Context: an optimization exercise on an open-source flow, tuned for small area, a short achievable clock period and few clock cycles. The choices shown serve that exercise and are no tape-out recipe.
Only simulation tests tie the RTL to the original design; equivalence was not proved.
Power is estimated from default activity; no workload was simulated.

==> flow/design.v, too long to show whole: its modules and the start of the top module <==
// module weightMem: 24 lines
// module mvuSequencer: 55 lines
// module mvuCore: 2217 lines
// module mvuFa: 10 lines
// module mvuHaN: 9 lines
// module mvuHa: 9 lines
// module resultFifo: 52 lines
// module mvuTop: 63 lines
module mvuTop (
	input  logic                           clk,
	input  logic                           rst,
	input  logic                           wWr,
	input  logic [mvuPkg::FOLD_WIDTH-1:0]  wAddr,
	input  logic [mvuPkg::WTILE_WIDTH-1:0] wData,
	input  logic [mvuPkg::FOLD_WIDTH-1:0]  foldCount,
	input  logic                           aStrobe,
	input  logic [mvuPkg::ATILE_WIDTH-1:0] aData,
	input  logic                           aPad,
	output logic                           outVld,
	output logic [mvuPkg::OUT_WIDTH-1:0]   outData,
	output logic [mvuPkg::LANE_WIDTH-1:0]  outLane,
	output logic                           hold
);
  // ...
==> flow/run.sh <==
#!/bin/bash
# synth_recipe.tcl (not shown) runs the flow's synth.tcl, then flattens the netlist and writes it again
# the make line also repeats each setting of config.mk as NAME=value (left out here)
make -C /OpenROAD-flow-scripts/flow DESIGN_CONFIG=/design/flow/config.mk WORK_HOME=/design/flow/orfs CLKGATE_MAP_FILE= SYNTH_SCRIPT=/design/flow/synth_recipe.tcl finish
==> flow/config.mk <==
export PLATFORM = sky130hd
export DESIGN_NAME = mvuTop
export DESIGN_NICKNAME = mvuTop
export VERILOG_FILES = /design/flow/design.v
export SDC_FILE = /design/flow/constraint.sdc
export NUM_CORES = 4
export LEC_CHECK = 0
export CAP_MARGIN = 20
export CORE_MARGIN = 2
export CORE_UTILIZATION = 40
export CTS_CLUSTER_DIAMETER = 120
export CTS_CLUSTER_SIZE = 30
export SETUP_SLACK_MARGIN = 3.4
export SLEW_MARGIN = 20
export SYNTH_HIERARCHICAL = 1
export SYNTH_MINIMUM_KEEP_SIZE = 0
==> flow/constraint.sdc <==
create_clock -name core_clock -period 6.0 [get_ports {clk}]
set_input_delay 1.2000 -clock core_clock [delete_from_list [all_inputs] [get_ports {clk}]]
set_output_delay 1.2000 -clock core_clock [all_outputs]
set_load 0.01 [all_outputs]
==> results_dict.tcl, run 1 <==
set metrics [dict create \
    endpoint "mvuSequencer_i.hold$_SDFF_PP0_" \
    regMostFlops "weightMem_i.mem" \
    placed_cells 6742 \
    crit_path_start_kind "input port" \
    num-multi-input-gates 2339 \
    dp_worst_setup_slack_ns 1.88 \
    powerDensity_nw_per_um2 341 \
    clk_path_buf_depth 3 \
    grt_util_met3 0.0296 \
    synthMuxAreaShare 0.0144 \
    gp_congestion 0.896 \
    cts_root_buf "clkbuf_16" \
    min_path_cells 0 \
    path_depth 13 \
    synth.avg_cell_area_um2 15.7 \
    wl_met3_um 10600 \
    pg_clk_mw 5.77 \
    p_int_mw 18.6 \
    cp-end-kind "flop" \
    insertion_delay_ns 0.73 \
    status "complete, no violations" \
    seq_cell_count 1670 \
    synth_compound_area_frac 0.0712 \
    grt_max_degree 129 \
    fin_skew_ns 0.0458 \
    multiInputGateArea_um2 23000 \
    grt_overflow 0 \
    antenna_cells 12 \
    dr.pass1.iters 7 \
    final_nets 5297 \
    die_area_um2 176000 \
    inv_count 211 \
    syn_area_um2 69200 \
    drv_cap 0 \
    p_total_mw 26.2 \
    largest_cell_class "registers" \
    n_fill_cell 15000 \
    p_leak_nw 25.2 \
    place_hpwl_um 103000 \
]
Testbench counts, summed over its fixed seeds: cycles 9,915.
==> module mvuSequencer, before the edit <==
module mvuSequencer (
	input  logic                            clk,
	input  logic                            rst,
	input  logic                            aStrobe,
	input  logic [mvuPkg::ATILE_WIDTH-1:0]  aData,
	input  logic                            aPad,
	input  logic [mvuPkg::FOLD_WIDTH-1:0]   foldCount,
	input  logic                            pop,	 
	output logic [mvuPkg::MAX_FOLD-1:0]     rdSel,	 
	output logic [mvuPkg::ATILE_WIDTH-1:0]  a,
	output logic                            last,
	output logic                            hold
);
	logic [FOLD_WIDTH-1:0] pos;	 
	logic [MAX_FOLD-1:0]   posOH;	 
	logic [FOLD_WIDTH-1:0] fcR;	 
	logic [CNT_WIDTH-1:0]  cnt;	 
	logic                  atEnd;
	logic                  closing;
	logic [FOLD_WIDTH-1:0] posNext;
	logic [CNT_WIDTH-1:0]  cntNext;
	assign atEnd = (pos == foldCount);
	assign closing = aStrobe && atEnd;
	assign posNext = aStrobe ? (atEnd ? '0 : pos + 1'b1) : pos;
	assign cntNext = cnt + CNT_WIDTH'(closing) - CNT_WIDTH'(pop);
	always_ff @(posedge clk) begin
		if (rst) begin
			pos <= '0;
			posOH <= MAX_FOLD'(1);
			fcR <= '0;
			cnt <= '0;
			hold <= 1'b0;
		end else begin
			pos <= posNext;
			if (aStrobe)
				posOH <= atEnd ? MAX_FOLD'(1) : {posOH[MAX_FOLD-2:0], 1'b0};
			if (aStrobe)
				fcR <= foldCount;
			cnt <= cntNext;
			hold <= (cntNext >= CNT_WIDTH'(HOLD_CNT))
				&& ((posNext == '0) || (posNext == (aStrobe ? foldCount : fcR)));
		end
	end
	assign rdSel = posOH;
	always_ff @(posedge clk) begin
		if (rst) begin
			last <= 1'b0;
		end else begin
			last <= closing;
		end
	end
	always_ff @(posedge clk) begin
		a <= (aStrobe && !aPad) ? aData : '0;
	end
endmodule
==> inputs of run 2 (changes only) <==
--- a/flow/design.v
+++ b/flow/design.v
@@ -65,32 +65,37 @@
 	logic                  atEnd;
 	logic                  closing;
 	logic [FOLD_WIDTH-1:0] posNext;
 	logic [CNT_WIDTH-1:0]  cntNext;
 	assign atEnd = (pos == foldCount);
 	assign closing = aStrobe && atEnd;
 	assign posNext = aStrobe ? (atEnd ? '0 : pos + 1'b1) : pos;
 	assign cntNext = cnt + CNT_WIDTH'(closing) - CNT_WIDTH'(pop);
+	logic mayLast;
+	logic cntFull;
+	assign mayLast = aStrobe ? (atEnd || ((pos + 1'b1) == foldCount))
+	                         : ((pos == '0) || (pos == fcR));
+	assign cntFull = closing ? (pop ? (cnt >= CNT_WIDTH'(HOLD_CNT)) : (cnt >= CNT_WIDTH'(HOLD_CNT - 1)))
+	                         : (pop ? (cnt >= CNT_WIDTH'(HOLD_CNT + 1)) : (cnt >= CNT_WIDTH'(HOLD_CNT)));
 	always_ff @(posedge clk) begin
 		if (rst) begin
 			pos <= '0;
 			posOH <= MAX_FOLD'(1);
 			fcR <= '0;
 			cnt <= '0;
 			hold <= 1'b0;
 		end else begin
 			pos <= posNext;
 			if (aStrobe)
 				posOH <= atEnd ? MAX_FOLD'(1) : {posOH[MAX_FOLD-2:0], 1'b0};
 			if (aStrobe)
 				fcR <= foldCount;
 			cnt <= cntNext;
-			hold <= (cntNext >= CNT_WIDTH'(HOLD_CNT))
-				&& ((posNext == '0) || (posNext == (aStrobe ? foldCount : fcR)));
+			hold <= cntFull && mayLast;
 		end
 	end
 	assign rdSel = posOH;
 	always_ff @(posedge clk) begin
 		if (rst) begin
 			last <= 1'b0;
 		end else begin
 			last <= closing;
@@ -108,23 +113,23 @@
 	input  logic                            last,	 
 	input  logic [mvuPkg::WTILE_WIDTH-1:0]  w,	 
 	input  logic [mvuPkg::ATILE_WIDTH-1:0]  a,	 
 	output logic                            vld,
 	output logic [mvuPkg::QRES_WIDTH-1:0]   q	 
 );
 	logic l2, l3, l4, fresh, rstD, rstDD;
 	logic [13:0] acc0n, sumS0, sumC0;	 
-	logic signed [13:0] acc0;
+	logic signed [13:0] acc0, accN0;
 	logic [13:0] acc1n, sumS1, sumC1;	 
-	logic signed [13:0] acc1;
+	logic signed [13:0] acc1, accN1;
 	logic [13:0] acc2n, sumS2, sumC2;	 
-	logic signed [13:0] acc2;
+	logic signed [13:0] acc2, accN2;
 	logic [13:0] acc3n, sumS3, sumC3;	 
-	logic signed [13:0] acc3;
+	logic signed [13:0] acc3, accN3;
 	logic r0_171;
 	logic r0_172;
 	logic r0_173;
 	logic r0_174;
 	logic r0_175;
 	logic r0_176;
 	logic r0_177;
 	logic r0_178;
@@ -2265,21 +2270,393 @@
 		t3_1238 <= u3_s1219;
 		t3_1239 <= u3_c1220;
 		t3_1240 <= u3_c1204;
 	end
 	assign acc0n = fresh ? '1 : ~acc0;
 	assign acc1n = fresh ? '1 : ~acc1;
 	assign acc2n = fresh ? '1 : ~acc2;
 	assign acc3n = fresh ? '1 : ~acc3;
+	logic [13:0] g0, p0, cy0;	 
+	assign p0 = sumS0 ^ sumC0;
+	assign g0 = sumS0 & sumC0;
+	logic sg0_1, sp0_1;
+	assign sg0_1 = g0[1] | (p0[1] & (g0[0] | p0[0]));
+	assign sp0_1 = p0[1] & p0[0];
+	logic sg0_2, sp0_2;
+	assign sg0_2 = g0[3] | (p0[3] & g0[2]);
+	assign sp0_2 = p0[3] & p0[2];
+	logic sg0_3, sp0_3;
+	assign sg0_3 = g0[5] | (p0[5] & g0[4]);
+	assign sp0_3 = p0[5] & p0[4];
+	logic sg0_4, sp0_4;
+	assign sg0_4 = g0[7] | (p0[7] & g0[6]);
+	assign sp0_4 = p0[7] & p0[6];
+	logic sg0_5, sp0_5;
+	assign sg0_5 = g0[9] | (p0[9] & g0[8]);
+	assign sp0_5 = p0[9] & p0[8];
+	logic sg0_6, sp0_6;
+	assign sg0_6 = g0[11] | (p0[11] & g0[10]);
+	assign sp0_6 = p0[11] & p0[10];
+	logic sg0_7, sp0_7;
+	assign sg0_7 = g0[13] | (p0[13] & g0[12]);
+	assign sp0_7 = p0[13] & p0[12];
+	logic sg0_8, sp0_8;
+	assign sg0_8 = g0[2] | (p0[2] & sg0_1);
+	assign sp0_8 = p0[2] & sp0_1;
+	logic sg0_9, sp0_9;
+	assign sg0_9 = sg0_2 | (sp0_2 & sg0_1);
+	assign sp0_9 = sp0_2 & sp0_1;
+	logic sg0_10, sp0_10;
+	assign sg0_10 = g0[6] | (p0[6] & sg0_3);
+	assign sp0_10 = p0[6] & sp0_3;
+	logic sg0_11, sp0_11;
+	assign sg0_11 = sg0_4 | (sp0_4 & sg0_3);
+	assign sp0_11 = sp0_4 & sp0_3;
+	logic sg0_12, sp0_12;
+	assign sg0_12 = g0[10] | (p0[10] & sg0_5);
+	assign sp0_12 = p0[10] & sp0_5;
+	logic sg0_13, sp0_13;
+	assign sg0_13 = sg0_6 | (sp0_6 & sg0_5);
+	assign sp0_13 = sp0_6 & sp0_5;
+	logic sg0_14, sp0_14;
+	assign sg0_14 = g0[4] | (p0[4] & sg0_9);
+	assign sp0_14 = p0[4] & sp0_9;
+	logic sg0_15, sp0_15;
+	assign sg0_15 = sg0_3 | (sp0_3 & sg0_9);
+	assign sp0_15 = sp0_3 & sp0_9;
+	logic sg0_16, sp0_16;
+	assign sg0_16 = sg0_10 | (sp0_10 & sg0_9);
+	assign sp0_16 = sp0_10 & sp0_9;
+	logic sg0_17, sp0_17;
+	assign sg0_17 = sg0_11 | (sp0_11 & sg0_9);
+	assign sp0_17 = sp0_11 & sp0_9;
+	logic sg0_18, sp0_18;
+	assign sg0_18 = g0[12] | (p0[12] & sg0_13);
+	assign sp0_18 = p0[12] & sp0_13;
+	logic sg0_19, sp0_19;
+	assign sg0_19 = sg0_7 | (sp0_7 & sg0_13);
+	assign sp0_19 = sp0_7 & sp0_13;
+	logic sg0_20, sp0_20;
+	assign sg0_20 = g0[8] | (p0[8] & sg0_17);
+	assign sp0_20 = p0[8] & sp0_17;
+	logic sg0_21, sp0_21;
+	assign sg0_21 = sg0_5 | (sp0_5 & sg0_17);
+	assign sp0_21 = sp0_5 & sp0_17;
+	logic sg0_22, sp0_22;
+	assign sg0_22 = sg0_12 | (sp0_12 & sg0_17);
+	assign sp0_22 = sp0_12 & sp0_17;
+	logic sg0_23, sp0_23;
+	assign sg0_23 = sg0_13 | (sp0_13 & sg0_17);
+	assign sp0_23 = sp0_13 & sp0_17;
+	logic sg0_24, sp0_24;
+	assign sg0_24 = sg0_18 | (sp0_18 & sg0_17);
+	assign sp0_24 = sp0_18 & sp0_17;
+	logic sg0_25, sp0_25;
+	assign sg0_25 = sg0_19 | (sp0_19 & sg0_17);
+	assign sp0_25 = sp0_19 & sp0_17;
+	assign cy0[0] = (g0[0] | p0[0]);
+	assign cy0[1] = sg0_1;
+	assign cy0[2] = sg0_8;
+	assign cy0[3] = sg0_9;
+	assign cy0[4] = sg0_14;
+	assign cy0[5] = sg0_15;
+	assign cy0[6] = sg0_16;
+	assign cy0[7] = sg0_17;
+	assign cy0[8] = sg0_20;
+	assign cy0[9] = sg0_21;
+	assign cy0[10] = sg0_22;
+	assign cy0[11] = sg0_23;
+	assign cy0[12] = sg0_24;
+	assign cy0[13] = sg0_25;
+	assign accN0 = ~(p0 ^ {cy0[12:0], 1'b1});
+	logic [13:0] g1, p1, cy1;	 
+	assign p1 = sumS1 ^ sumC1;
+	assign g1 = sumS1 & sumC1;
+	logic sg1_1, sp1_1;
+	assign sg1_1 = g1[1] | (p1[1] & (g1[0] | p1[0]));
+	assign sp1_1 = p1[1] & p1[0];
+	logic sg1_2, sp1_2;
+	assign sg1_2 = g1[3] | (p1[3] & g1[2]);
+	assign sp1_2 = p1[3] & p1[2];
+	logic sg1_3, sp1_3;
+	assign sg1_3 = g1[5] | (p1[5] & g1[4]);
+	assign sp1_3 = p1[5] & p1[4];
+	logic sg1_4, sp1_4;
+	assign sg1_4 = g1[7] | (p1[7] & g1[6]);
+	assign sp1_4 = p1[7] & p1[6];
+	logic sg1_5, sp1_5;
+	assign sg1_5 = g1[9] | (p1[9] & g1[8]);
+	assign sp1_5 = p1[9] & p1[8];
+	logic sg1_6, sp1_6;
+	assign sg1_6 = g1[11] | (p1[11] & g1[10]);
+	assign sp1_6 = p1[11] & p1[10];
+	logic sg1_7, sp1_7;
+	assign sg1_7 = g1[13] | (p1[13] & g1[12]);
+	assign sp1_7 = p1[13] & p1[12];
+	logic sg1_8, sp1_8;
+	assign sg1_8 = g1[2] | (p1[2] & sg1_1);
+	assign sp1_8 = p1[2] & sp1_1;
+	logic sg1_9, sp1_9;
+	assign sg1_9 = sg1_2 | (sp1_2 & sg1_1);
+	assign sp1_9 = sp1_2 & sp1_1;
+	logic sg1_10, sp1_10;
+	assign sg1_10 = g1[6] | (p1[6] & sg1_3);
+	assign sp1_10 = p1[6] & sp1_3;
+	logic sg1_11, sp1_11;
+	assign sg1_11 = sg1_4 | (sp1_4 & sg1_3);
+	assign sp1_11 = sp1_4 & sp1_3;
+	logic sg1_12, sp1_12;
+	assign sg1_12 = g1[10] | (p1[10] & sg1_5);
+	assign sp1_12 = p1[10] & sp1_5;
+	logic sg1_13, sp1_13;
+	assign sg1_13 = sg1_6 | (sp1_6 & sg1_5);
+	assign sp1_13 = sp1_6 & sp1_5;
+	logic sg1_14, sp1_14;
+	assign sg1_14 = g1[4] | (p1[4] & sg1_9);
+	assign sp1_14 = p1[4] & sp1_9;
+	logic sg1_15, sp1_15;
+	assign sg1_15 = sg1_3 | (sp1_3 & sg1_9);
+	assign sp1_15 = sp1_3 & sp1_9;
+	logic sg1_16, sp1_16;
+	assign sg1_16 = sg1_10 | (sp1_10 & sg1_9);
+	assign sp1_16 = sp1_10 & sp1_9;
+	logic sg1_17, sp1_17;
+	assign sg1_17 = sg1_11 | (sp1_11 & sg1_9);
+	assign sp1_17 = sp1_11 & sp1_9;
+	logic sg1_18, sp1_18;
+	assign sg1_18 = g1[12] | (p1[12] & sg1_13);
+	assign sp1_18 = p1[12] & sp1_13;
+	logic sg1_19, sp1_19;
+	assign sg1_19 = sg1_7 | (sp1_7 & sg1_13);
+	assign sp1_19 = sp1_7 & sp1_13;
+	logic sg1_20, sp1_20;
+	assign sg1_20 = g1[8] | (p1[8] & sg1_17);
+	assign sp1_20 = p1[8] & sp1_17;
+	logic sg1_21, sp1_21;
+	assign sg1_21 = sg1_5 | (sp1_5 & sg1_17);
+	assign sp1_21 = sp1_5 & sp1_17;
+	logic sg1_22, sp1_22;
+	assign sg1_22 = sg1_12 | (sp1_12 & sg1_17);
+	assign sp1_22 = sp1_12 & sp1_17;
+	logic sg1_23, sp1_23;
+	assign sg1_23 = sg1_13 | (sp1_13 & sg1_17);
+	assign sp1_23 = sp1_13 & sp1_17;
+	logic sg1_24, sp1_24;
+	assign sg1_24 = sg1_18 | (sp1_18 & sg1_17);
+	assign sp1_24 = sp1_18 & sp1_17;
+	logic sg1_25, sp1_25;
+	assign sg1_25 = sg1_19 | (sp1_19 & sg1_17);
+	assign sp1_25 = sp1_19 & sp1_17;
+	assign cy1[0] = (g1[0] | p1[0]);
+	assign cy1[1] = sg1_1;
+	assign cy1[2] = sg1_8;
+	assign cy1[3] = sg1_9;
+	assign cy1[4] = sg1_14;
+	assign cy1[5] = sg1_15;
+	assign cy1[6] = sg1_16;
+	assign cy1[7] = sg1_17;
+	assign cy1[8] = sg1_20;
+	assign cy1[9] = sg1_21;
+	assign cy1[10] = sg1_22;
+	assign cy1[11] = sg1_23;
+	assign cy1[12] = sg1_24;
+	assign cy1[13] = sg1_25;
+	assign accN1 = ~(p1 ^ {cy1[12:0], 1'b1});
+	logic [13:0] g2, p2, cy2;	 
+	assign p2 = sumS2 ^ sumC2;
+	assign g2 = sumS2 & sumC2;
+	logic sg2_1, sp2_1;
+	assign sg2_1 = g2[1] | (p2[1] & (g2[0] | p2[0]));
+	assign sp2_1 = p2[1] & p2[0];
+	logic sg2_2, sp2_2;
+	assign sg2_2 = g2[3] | (p2[3] & g2[2]);
+	assign sp2_2 = p2[3] & p2[2];
+	logic sg2_3, sp2_3;
+	assign sg2_3 = g2[5] | (p2[5] & g2[4]);
+	assign sp2_3 = p2[5] & p2[4];
+	logic sg2_4, sp2_4;
+	assign sg2_4 = g2[7] | (p2[7] & g2[6]);
+	assign sp2_4 = p2[7] & p2[6];
+	logic sg2_5, sp2_5;
+	assign sg2_5 = g2[9] | (p2[9] & g2[8]);
+	assign sp2_5 = p2[9] & p2[8];
+	logic sg2_6, sp2_6;
+	assign sg2_6 = g2[11] | (p2[11] & g2[10]);
+	assign sp2_6 = p2[11] & p2[10];
+	logic sg2_7, sp2_7;
+	assign sg2_7 = g2[13] | (p2[13] & g2[12]);
+	assign sp2_7 = p2[13] & p2[12];
+	logic sg2_8, sp2_8;
+	assign sg2_8 = g2[2] | (p2[2] & sg2_1);
+	assign sp2_8 = p2[2] & sp2_1;
+	logic sg2_9, sp2_9;
+	assign sg2_9 = sg2_2 | (sp2_2 & sg2_1);
+	assign sp2_9 = sp2_2 & sp2_1;
+	logic sg2_10, sp2_10;
+	assign sg2_10 = g2[6] | (p2[6] & sg2_3);
+	assign sp2_10 = p2[6] & sp2_3;
+	logic sg2_11, sp2_11;
+	assign sg2_11 = sg2_4 | (sp2_4 & sg2_3);
+	assign sp2_11 = sp2_4 & sp2_3;
+	logic sg2_12, sp2_12;
+	assign sg2_12 = g2[10] | (p2[10] & sg2_5);
+	assign sp2_12 = p2[10] & sp2_5;
+	logic sg2_13, sp2_13;
+	assign sg2_13 = sg2_6 | (sp2_6 & sg2_5);
+	assign sp2_13 = sp2_6 & sp2_5;
+	logic sg2_14, sp2_14;
+	assign sg2_14 = g2[4] | (p2[4] & sg2_9);
+	assign sp2_14 = p2[4] & sp2_9;
+	logic sg2_15, sp2_15;
+	assign sg2_15 = sg2_3 | (sp2_3 & sg2_9);
+	assign sp2_15 = sp2_3 & sp2_9;
+	logic sg2_16, sp2_16;
+	assign sg2_16 = sg2_10 | (sp2_10 & sg2_9);
+	assign sp2_16 = sp2_10 & sp2_9;
+	logic sg2_17, sp2_17;
+	assign sg2_17 = sg2_11 | (sp2_11 & sg2_9);
+	assign sp2_17 = sp2_11 & sp2_9;
+	logic sg2_18, sp2_18;
+	assign sg2_18 = g2[12] | (p2[12] & sg2_13);
+	assign sp2_18 = p2[12] & sp2_13;
+	logic sg2_19, sp2_19;
+	assign sg2_19 = sg2_7 | (sp2_7 & sg2_13);
+	assign sp2_19 = sp2_7 & sp2_13;
+	logic sg2_20, sp2_20;
+	assign sg2_20 = g2[8] | (p2[8] & sg2_17);
+	assign sp2_20 = p2[8] & sp2_17;
+	logic sg2_21, sp2_21;
+	assign sg2_21 = sg2_5 | (sp2_5 & sg2_17);
+	assign sp2_21 = sp2_5 & sp2_17;
+	logic sg2_22, sp2_22;
+	assign sg2_22 = sg2_12 | (sp2_12 & sg2_17);
+	assign sp2_22 = sp2_12 & sp2_17;
+	logic sg2_23, sp2_23;
+	assign sg2_23 = sg2_13 | (sp2_13 & sg2_17);
+	assign sp2_23 = sp2_13 & sp2_17;
+	logic sg2_24, sp2_24;
+	assign sg2_24 = sg2_18 | (sp2_18 & sg2_17);
+	assign sp2_24 = sp2_18 & sp2_17;
+	logic sg2_25, sp2_25;
+	assign sg2_25 = sg2_19 | (sp2_19 & sg2_17);
+	assign sp2_25 = sp2_19 & sp2_17;
+	assign cy2[0] = (g2[0] | p2[0]);
+	assign cy2[1] = sg2_1;
+	assign cy2[2] = sg2_8;
+	assign cy2[3] = sg2_9;
+	assign cy2[4] = sg2_14;
+	assign cy2[5] = sg2_15;
+	assign cy2[6] = sg2_16;
+	assign cy2[7] = sg2_17;
+	assign cy2[8] = sg2_20;
+	assign cy2[9] = sg2_21;
+	assign cy2[10] = sg2_22;
+	assign cy2[11] = sg2_23;
+	assign cy2[12] = sg2_24;
+	assign cy2[13] = sg2_25;
+	assign accN2 = ~(p2 ^ {cy2[12:0], 1'b1});
+	logic [13:0] g3, p3, cy3;	 
+	assign p3 = sumS3 ^ sumC3;
+	assign g3 = sumS3 & sumC3;
+	logic sg3_1, sp3_1;
+	assign sg3_1 = g3[1] | (p3[1] & (g3[0] | p3[0]));
+	assign sp3_1 = p3[1] & p3[0];
+	logic sg3_2, sp3_2;
+	assign sg3_2 = g3[3] | (p3[3] & g3[2]);
+	assign sp3_2 = p3[3] & p3[2];
+	logic sg3_3, sp3_3;
+	assign sg3_3 = g3[5] | (p3[5] & g3[4]);
+	assign sp3_3 = p3[5] & p3[4];
+	logic sg3_4, sp3_4;
+	assign sg3_4 = g3[7] | (p3[7] & g3[6]);
+	assign sp3_4 = p3[7] & p3[6];
+	logic sg3_5, sp3_5;
+	assign sg3_5 = g3[9] | (p3[9] & g3[8]);
+	assign sp3_5 = p3[9] & p3[8];
+	logic sg3_6, sp3_6;
+	assign sg3_6 = g3[11] | (p3[11] & g3[10]);
+	assign sp3_6 = p3[11] & p3[10];
+	logic sg3_7, sp3_7;
+	assign sg3_7 = g3[13] | (p3[13] & g3[12]);
+	assign sp3_7 = p3[13] & p3[12];
+	logic sg3_8, sp3_8;
+	assign sg3_8 = g3[2] | (p3[2] & sg3_1);
+	assign sp3_8 = p3[2] & sp3_1;
+	logic sg3_9, sp3_9;
+	assign sg3_9 = sg3_2 | (sp3_2 & sg3_1);
+	assign sp3_9 = sp3_2 & sp3_1;
+	logic sg3_10, sp3_10;
+	assign sg3_10 = g3[6] | (p3[6] & sg3_3);
+	assign sp3_10 = p3[6] & sp3_3;
+	logic sg3_11, sp3_11;
+	assign sg3_11 = sg3_4 | (sp3_4 & sg3_3);
+	assign sp3_11 = sp3_4 & sp3_3;
+	logic sg3_12, sp3_12;
+	assign sg3_12 = g3[10] | (p3[10] & sg3_5);
+	assign sp3_12 = p3[10] & sp3_5;
+	logic sg3_13, sp3_13;
+	assign sg3_13 = sg3_6 | (sp3_6 & sg3_5);
+	assign sp3_13 = sp3_6 & sp3_5;
+	logic sg3_14, sp3_14;
+	assign sg3_14 = g3[4] | (p3[4] & sg3_9);
+	assign sp3_14 = p3[4] & sp3_9;
+	logic sg3_15, sp3_15;
+	assign sg3_15 = sg3_3 | (sp3_3 & sg3_9);
+	assign sp3_15 = sp3_3 & sp3_9;
+	logic sg3_16, sp3_16;
+	assign sg3_16 = sg3_10 | (sp3_10 & sg3_9);
+	assign sp3_16 = sp3_10 & sp3_9;
+	logic sg3_17, sp3_17;
+	assign sg3_17 = sg3_11 | (sp3_11 & sg3_9);
+	assign sp3_17 = sp3_11 & sp3_9;
+	logic sg3_18, sp3_18;
+	assign sg3_18 = g3[12] | (p3[12] & sg3_13);
+	assign sp3_18 = p3[12] & sp3_13;
+	logic sg3_19, sp3_19;
+	assign sg3_19 = sg3_7 | (sp3_7 & sg3_13);
+	assign sp3_19 = sp3_7 & sp3_13;
+	logic sg3_20, sp3_20;
+	assign sg3_20 = g3[8] | (p3[8] & sg3_17);
+	assign sp3_20 = p3[8] & sp3_17;
+	logic sg3_21, sp3_21;
+	assign sg3_21 = sg3_5 | (sp3_5 & sg3_17);
+	assign sp3_21 = sp3_5 & sp3_17;
+	logic sg3_22, sp3_22;
+	assign sg3_22 = sg3_12 | (sp3_12 & sg3_17);
+	assign sp3_22 = sp3_12 & sp3_17;
+	logic sg3_23, sp3_23;
+	assign sg3_23 = sg3_13 | (sp3_13 & sg3_17);
+	assign sp3_23 = sp3_13 & sp3_17;
+	logic sg3_24, sp3_24;
+	assign sg3_24 = sg3_18 | (sp3_18 & sg3_17);
+	assign sp3_24 = sp3_18 & sp3_17;
+	logic sg3_25, sp3_25;
+	assign sg3_25 = sg3_19 | (sp3_19 & sg3_17);
+	assign sp3_25 = sp3_19 & sp3_17;
+	assign cy3[0] = (g3[0] | p3[0]);
+	assign cy3[1] = sg3_1;
+	assign cy3[2] = sg3_8;
+	assign cy3[3] = sg3_9;
+	assign cy3[4] = sg3_14;
+	assign cy3[5] = sg3_15;
+	assign cy3[6] = sg3_16;
+	assign cy3[7] = sg3_17;
+	assign cy3[8] = sg3_20;
+	assign cy3[9] = sg3_21;
+	assign cy3[10] = sg3_22;
+	assign cy3[11] = sg3_23;
+	assign cy3[12] = sg3_24;
+	assign cy3[13] = sg3_25;
+	assign accN3 = ~(p3 ^ {cy3[12:0], 1'b1});
 	always_ff @(posedge clk) begin
-		acc0 <= ~sumS0 + ~sumC0;
-		acc1 <= ~sumS1 + ~sumC1;
-		acc2 <= ~sumS2 + ~sumC2;
-		acc3 <= ~sumS3 + ~sumC3;
+		acc0 <= accN0;
+		acc1 <= accN1;
+		acc2 <= accN2;
+		acc3 <= accN3;
 	end
 	always_ff @(posedge clk) begin
 		rstD <= rst;
 		rstDD <= rstD;
 		if (rst) begin
 			l2 <= 1'b0;
 			l3 <= 1'b0;
 			l4 <= 1'b0;
==> flow/config.mk (replaced) <==
export PLATFORM = sky130hd
export DESIGN_NAME = mvuTop
export DESIGN_NICKNAME = mvuTop
export VERILOG_FILES = /design/flow/design.v
export SDC_FILE = /design/flow/constraint.sdc
export NUM_CORES = 4
export LEC_CHECK = 0
export CAP_MARGIN = 20
export CORE_MARGIN = 2
export CORE_UTILIZATION = 40
export SETUP_SLACK_MARGIN = 3.4
export SLEW_MARGIN = 20
export SYNTH_HIERARCHICAL = 1
export SYNTH_MINIMUM_KEEP_SIZE = 0
==> results_dict.tcl, run 2 <==
set metrics [dict create \
    syn_nets 4973 \
    clk_pin_slew_ns 0.06 \
    final_nets 5216 \
    fp.dieH_um 418 \
    antenna_found_initial 25 \
    p_leak_nw 26.0 \
    clk_path_buf_depth 3 \
    fin_skew_ns 0.0313 \
    top_regs "weightMem_i.mem x1024, resultFifo_i.mem x128, weightMem_i.rdData x128" \
    relSlewSlack 0.280 \
    status "complete, no violations" \
    critPathKind "flop to flop" \
    synth.distinct_cells 61 \
    fin_cells 6840 \
    routed-via-count 36100 \
    initial_core_util 0.403 \
    crit_path_start_kind "flop" \
    place_hpwl_um 101000 \
    grt_usage 0.187 \
    ys_ff_latch 1670 \
    hold_violations 0 \
    final_max_slew_viol_count 0 \
    hold_buffers 0 \
    htreeDepth 4 \
    synth_ff_type "edfxtp_1" \
    io-pin-count 183 \
    synth_top_cell_by_area "edfxtp_1" \
    fmax_mhz 348 \
    routedWlPerCell_um 23.8 \
    grt_pass1_wl_um 242000 \
    grt_pass1_vias 37500 \
    grt_overflow 0 \
    cts_buffers 166 \
    synth-async-reset-ratio 0 \
    final_cell_mix "edfxtp_1 (1152), a22oi_1 (527), dfxtp_1 (472)" \
    setup_tns_ns 0 \
    powerDensity_nw_per_um2 389 \
    crit_slowest_cell "fa_1" \
    placed_cells 6489 \
    final_common_cell "edfxtp_1" \
    vias_per_cell 5.28 \
    yosys_warnings 11 \
    regMostFlops "weightMem_i.mem" \
    crit_fanout 7 \
    hp-class "flop to flop" \
    gp_congestion 0.890 \
    cts_tree "built" \
    setup_violations 0 \
    initialDrtViolationCount 3051 \
    crit_top_cell "fa_2" \
    drv_cap 0 \
    syn_to_final_growth_pct 14.7 \
    drive_gt1_frac 0.108 \
    dr.pass1.iters 6 \
    cp_cell_sequence "buf_12, nand2b_4, fa_1, inv_1, fa_2, nor2b_2, o2111ai_2, a21boi_2, o21a_1, nor2_2, fa_2, xor2_1" \
    synthTopCellsByArea "edfxtp_1 (51%), dfxtp_1 (15%), fa_1 (14%), a22oi_1 (5.8%), nand2_1 (2.3%)" \
    std_cell_rows 151 \
    final_area_um2 78500 \
    die_w_um 418 \
    routed_wirelength_um 163000 \
    yosysMostFrequentCell "edfxtp_1" \
    cp.buffers_inverters 2 \
    rsz0062_at_grt "yes" \
    worst_slew_pin_slew_ns 1.08 \
    ys_top_cells_by_count "edfxtp_1 (1152), a22oi_1 (527), dfxtp_1 (518), fa_1 (485), nand2_1 (416)" \
    ir_drop_mv 0.344 \
    synth.avg_cell_area_um2 16.2 \
    core-area_um2 170000 \
    worstPathArrival_ns 3.56 \
    placedInstanceArea_um2 72300 \
    required_ns 6.69 \
    yosysSeqAreaShare 0.657 \
    grt_max_degree 129 \
    syn_area_um2 68400 \
    largest_reg_flops 1024 \
    post-synth-top-area-fraction 0.506 \
    cts_root_buf "clkbuf_16" \
    io_buffers 182 \
    insertion_delay_ns 0.80 \
    clock-sinks 1670 \
    cp-end-kind "flop" \
    slowest_delay_ns 0.50 \
    syn_inst 4230 \
    route.detailed.drc 0 \
    finalCriticalPeriod_ns 2.87 \
    fin_crit_sh 0.479 \
    die_area_um2 174000 \
    synth_edf_count 1152 \
    ant_nets 0 \
    path_delay_family "adder cells" \
]
==> run 2: cell count changes in the layout (fill, tap and decap cells not counted), sizes merged, moves of 13 or more <==
cell,previous run,this run
clkinv,4,51
xnor2,38,24
clkbuf,114,239
inv,220,160
dlygate4sd2,13,0
nor2,132,96
==> run 2: cell families after synthesis <==
logic type / count (synthesis) / synth area share
AOI/OAI and AO/OA: 617 / 0.0679
xor gates and xnor gates: 48 / 0.00636
adders and majority gates: 572 / 0.158
buffers and inverters: 333 / 0.0305
DFF: 1670 / 0.657
muxes: 41 / 0.0128
and+or+nand+nor: 949 / 0.0676
==> run 2: final timing paths <==
check	startpoint	end	slack, ns	cells past startpoint
worst min-delay path	mvuCore_i.r3_1120$_DFF_P_	mvuCore_i.t3_1222$_DFF_P_	0.33	0
worst max register to register	mvuCore_i.fresh$_SDFF_PP1_	mvuCore_i.acc1[9]$_DFF_P_	3.13	12
worst max-delay path	mvuCore_i.fresh$_SDFF_PP1_	mvuCore_i.acc1[9]$_DFF_P_	3.13	12
worst min register to register	mvuCore_i.r3_1120$_DFF_P_	mvuCore_i.t3_1222$_DFF_P_	0.33	0
==> run 2: power breakdown <==
group          internal (mW)  total (mW)  switching [mW]
Clock                   5.84        10.1            4.31
Sequential              13.6        14.3           0.692
Combinational           2.91        6.08            3.17
Total                   22.3        30.5            8.17
==> run 2: per-stage QoR <==
step,power (mW),worst slack (ns),hold WS (ns),utilization
final,30.5,3.13,0.326,0.463
after global routing,32.1,3.01,0.339,0.463
after CTS,30.2,3.13,0.326,0.460
after detailed placement,19.6,2.32,0.312,0.426
after global placement,19.5,2.31,0.311,0.426
after floorplan,18.0,1.10,0.310,-
==> run 2: layout make-up <==
| cell class | count | area, µm² |
|---|---|---|
| repair buffers | 254 | 2660 |
| clock buffers | 237 | 4680 |
| clock inverters | 73 | 681 |
| diodes | 7 | 17.5 |
| flip-flops and latches | 1670 | 45000 |
| well taps | 2218 | 2780 |
| fillers | 14500 | 91200 |
| multi-input cells | 2227 | 22100 |
| inverters | 154 | 578 |
==> run 2: what timing repair did <==
item,4_1_cts,5_1_grt
gates cloned,3,1
pin swaps,25,27
setup buffers,24,6
gates resized for setup,118,55
endpoints found under the setup margin,189,165
==> run 2: Yosys stat by module, one instance, submodules excluded, excerpt <==
module	flops+latches	cells	cell area, µm²
weightMem	1152	1917	39200
mvuCore	318	1283	11700
resultFifo	149	268	5680
mvuSequencer	51	170	1760
mvuHaN	0	5	27.5
mvuFa	0	1	20.0
mvuHa	0	1	12.5
==> run 2: worst register-to-register path, stage by stage (launching register included) <==
cell and delay, ns:
dfxtp_4 0.39, buf_12 0.16, nand2b_4 0.16, fa_1 0.50
inv_1 0.05, fa_2 0.35, nor2b_2 0.15, o2111ai_2 0.15
a21boi_2 0.19, o21a_1 0.16, nor2_2 0.05, fa_2 0.33
xor2_1 0.14
==> run 2: layer usage <==
layer  wire length (µm)  GRT usage
met1              69300      0.251
met2              79300      0.307
met3              10400     0.0374
met4               3890     0.0543
met5                 65          0
Testbench counts of run 2, summed over its fixed seeds: cycles 9,915.
==> inputs of run 3 (changes only) <==
==> flow/flow/run.sh (new file) <==
#!/bin/bash
# The standard layout, with plain buffers on the ports instead of the
# delay cells buffer_ports picks by default.
set -euo pipefail
export BUFFER_PORTS_ARGS="-buffer_cell sky130_fd_sc_hd__buf_2"
bash standard.sh > standard.log 2>&1
==> flow/standard.sh (new file) <==
#!/bin/bash
# synth_recipe.tcl (not shown) runs the flow's synth.tcl, then flattens the netlist and writes it again
# the make line also repeats each setting of config.mk as NAME=value (left out here)
make -C /OpenROAD-flow-scripts/flow DESIGN_CONFIG=/design/flow/config.mk WORK_HOME=/design/flow/orfs CLKGATE_MAP_FILE= SYNTH_SCRIPT=/design/flow/synth_recipe.tcl "${@:-finish}"
--- a/flow/config.mk
+++ b/flow/config.mk
@@ -10,2 +10,4 @@
 export CORE_UTILIZATION = 40
+export CTS_CLUSTER_DIAMETER = 100
+export CTS_CLUSTER_SIZE = 24
 export SETUP_SLACK_MARGIN = 3.4
removed: flow/run.sh
==> results_dict.tcl, run 3 <==
set metrics [dict create \
    status "complete, no violations" \
    cp-end-kind "flop" \
    n_fill_cell 14800 \
    clk_path_buf_depth 3 \
    fin_skew_ns 0.0380 \
    place_hpwl_um 104000 \
    dr.pass1.iters 8 \
    gp_congestion 0.878 \
    io_buffers 182 \
    critPathKind "flop to flop" \
    top_regs "weightMem_i.mem x1024, resultFifo_i.mem x128, weightMem_i.rdData x128" \
    ir_drop_mv 0.208 \
    crit_fanout 14 \
    io-pin-count 183 \
    route.detailed.drc 0 \
    std_cell_rows 151 \
    finalCriticalPeriod_ns 2.91 \
    grt_pass1_wl_um 242000 \
    yosysSeqAreaShare 0.657 \
    synth_edf_count 1152 \
    initial_core_util 0.403 \
    syn_area_um2 68400 \
    htreeDepth 3 \
    holdWs_ns 0.318 \
    final_nets 5129 \
    initialDrtViolationCount 2816 \
    drive_gt1_frac 0.118 \
    clock-sinks 1670 \
    die_w_um 418 \
    syn_to_final_growth_pct 9.22 \
    hold_buffers 0 \
    setup_violations 0 \
    syn_nets 4973 \
    die_area_um2 174000 \
    yosysMostFrequentCell "edfxtp_1" \
    final_max_slew_viol_count 0 \
    final_common_cell "edfxtp_1" \
    fp.dieH_um 418 \
    regMostFlops "weightMem_i.mem" \
    grt_pass1_vias 37200 \
    antenna_found_initial 39 \
    largest_reg_flops 1024 \
    cts_tree "built" \
    grt_overflow 0 \
    ys_top_cells_by_count "edfxtp_1 (1152), a22oi_1 (527), dfxtp_1 (518), fa_1 (485), nand2_1 (416)" \
    syn_inst 4230 \
    grt_max_degree 129 \
    powerDensity_nw_per_um2 357 \
    synth.distinct_cells 61 \
    yosys_warnings 11 \
    fmax_mhz 344 \
    crit_path_start_kind "flop" \
    cts_buffers 82 \
    required_ns 6.59 \
    drv_cap 0 \
    post-synth-top-area-fraction 0.506 \
    synthTopCellsByArea "edfxtp_1 (51%), dfxtp_1 (15%), fa_1 (14%), a22oi_1 (5.8%), nand2_1 (2.3%)" \
    insertion_delay_ns 0.73 \
    crit_slowest_cell "fa_1" \
    ys_ff_latch 1670 \
    routed_wirelength_um 163000 \
    synth.avg_cell_area_um2 16.2 \
    worst_slew_pin_slew_ns 1.04 \
    p_leak_nw 24.5 \
    vias_per_cell 5.32 \
    worstPathArrival_ns 3.50 \
    setup_tns_ns 0 \
    cp_cell_sequence "buf_4, buf_16, nand2b_1, fa_1, ha_1, a21oi_2, a21boi_2, o21a_1, nor2_1, fa_2" \
    core-area_um2 170000 \
    hold_violations 0 \
    hp-class "flop to flop" \
    grt_usage 0.185 \
    final_cell_mix "edfxtp_1 (1152), a22oi_1 (527), dfxtp_1 (476)" \
    routedWlPerCell_um 24.3 \
    synth_ff_type "edfxtp_1" \
    clk_pin_slew_ns 0.09 \
    synth-async-reset-ratio 0 \
    rsz0062_at_grt "yes" \
    slowest_delay_ns 0.45 \
    cts_root_buf "clkbuf_16" \
    fin_crit_sh 0.485 \
    routed-via-count 35500 \
    ant_nets 0 \
    synth_top_cell_by_area "edfxtp_1" \
    relSlewSlack 0.304 \
]
-- run 3: power breakdown --
group,switching [mW],internal (mW)
Sequential,0.722,13.6
Clock,3.58,2.74
Combinational,3.17,2.88
-- run 3: layout make-up --
| class | count | area [µm²] | share of cell area |
|---|---|---|---|
| inverter | 154 | 578 | 0.00773 |
| antenna | 10 | 25.0 | 0.000335 |
| clock inverter | 14 | 191 | 0.00256 |
| sequential | 1670 | 45000 | 0.603 |
| timing repair buffer | 251 | 1740 | 0.0233 |
| tap | 2218 | 2780 | 0.0371 |
| clock buffer | 136 | 2300 | 0.0307 |
| multi-input combinational | 2227 | 22100 | 0.296 |
-- run 3: logic make-up after synthesis --
group | share of synthesized area
compound gates | 0.0679
flops | 0.657
fa+ha+maj | 0.158
mux | 0.0128
buf+inv | 0.0305
simple gates | 0.0676
xor+xnor | 0.00636
-- run 3: per-stage QoR --
step                utilization  total power [mW]  worst slack, ns  instances  area (µm²)
floorplan                     -              18.0             1.10       4230       68700
global placement          0.421              19.4             2.86       6488       71400
detailed placement        0.421              19.6             2.83       6488       71400
CTS                       0.438              26.4             3.06       6661       74400
global route              0.440              28.1             2.98       6674       74700
finish                    0.441              26.7             3.09       6680       74700
-- run 3: what timing repair did --
action	in CTS	in global routing
buffers inserted	20	8
resized for setup	79	35
gates cloned	3	1
endpoints found under the setup margin	170	35
pin swaps	33	29
-- run 3: per-module statistics from Yosys, one instance, submodules excluded, a selection --
module | area [µm²] | flip-flops and latches
mvuCore | 11700 | 318
mvuFa | 20.0 | 0
mvuHa | 12.5 | 0
mvuHaN | 27.5 | 0
mvuSequencer | 1760 | 51
resultFifo | 5680 | 149
weightMem | 39200 | 1152
-- run 3: worst paths after layout --
check / start / to / slack [ns] / cells after the start
worst min-delay path: mvuCore_i.r0_172$_DFF_P_ / mvuCore_i.t0_274$_DFF_P_ / 0.32 / 0
worst max register to register: mvuCore_i.fresh$_SDFF_PP1_ / mvuCore_i.acc2[8]$_DFF_P_ / 3.09 / 10
worst min register to register: mvuCore_i.r0_172$_DFF_P_ / mvuCore_i.t0_274$_DFF_P_ / 0.32 / 0
worst max-delay path: mvuCore_i.fresh$_SDFF_PP1_ / mvuCore_i.acc2[8]$_DFF_P_ / 3.09 / 10
-- run 3: per-layer routing --
metal | vias up | track usage | wire [µm]
li1 | 15700 | - | -
met1 | 18700 | 0.254 | 71200
met2 | 883 | 0.312 | 79900
met3 | 211 | 0.0238 | 7580
met4 | 28 | 0.0502 | 3670
met5 | - | 0 | 164
-- run 3: worst max-delay path: cells and delay by family (launching register included) --
| kind | cells | cell delay, ns |
|---|---|---|
| fa+ha+maj | 3 | 1.26 |
| compound gates | 3 | 0.49 |
| flops | 1 | 0.40 |
| buf+inv | 2 | 0.31 |
| simple gates | 2 | 0.29 |

-- separate check: timing with driven ports --
The flow's constraints put no driver on any port. The routed layouts listed below were extracted and timed again, unchanged, in two steps.
Step 1 sets driving cells, clkbuf_16 on the clock port and buf_2 on the other inputs (assumed; they add their load-dependent delay and slew).
Step 2 times the ports against the registers' clock, not the clock port: input delays grow and output delays shrink by t, the midpoint of the rising clock arrivals with the driver on.
Three values: ideal, step 1, step 2; two values: the first two.
| run | t (ns) | setup WS [ns] | clock arrival spread, ns | worst register clock-pin slew, ns | cell pins on the clock port's net |
|---|---|---|---|---|---|
| run 1 | 0.784 | 3.224 / 3.251 / 2.491 | 0.058 / 0.058 | 0.12 / 0.12 | 1 |
| run 2 | 0.872 | 3.127 / 3.127 / 2.583 | 0.037 / 0.038 | 0.06 / 0.06 | 1 |
| run 3 | 0.788 | 3.093 / 3.093 / 2.854 | 0.040 / 0.041 | 0.10 / 0.10 | 1 |
After both steps every run listed still meets setup and hold. For run 1, which loses most, drivers alone change the setup slack by +0.027 ns; drivers and shift together by -0.733 ns.
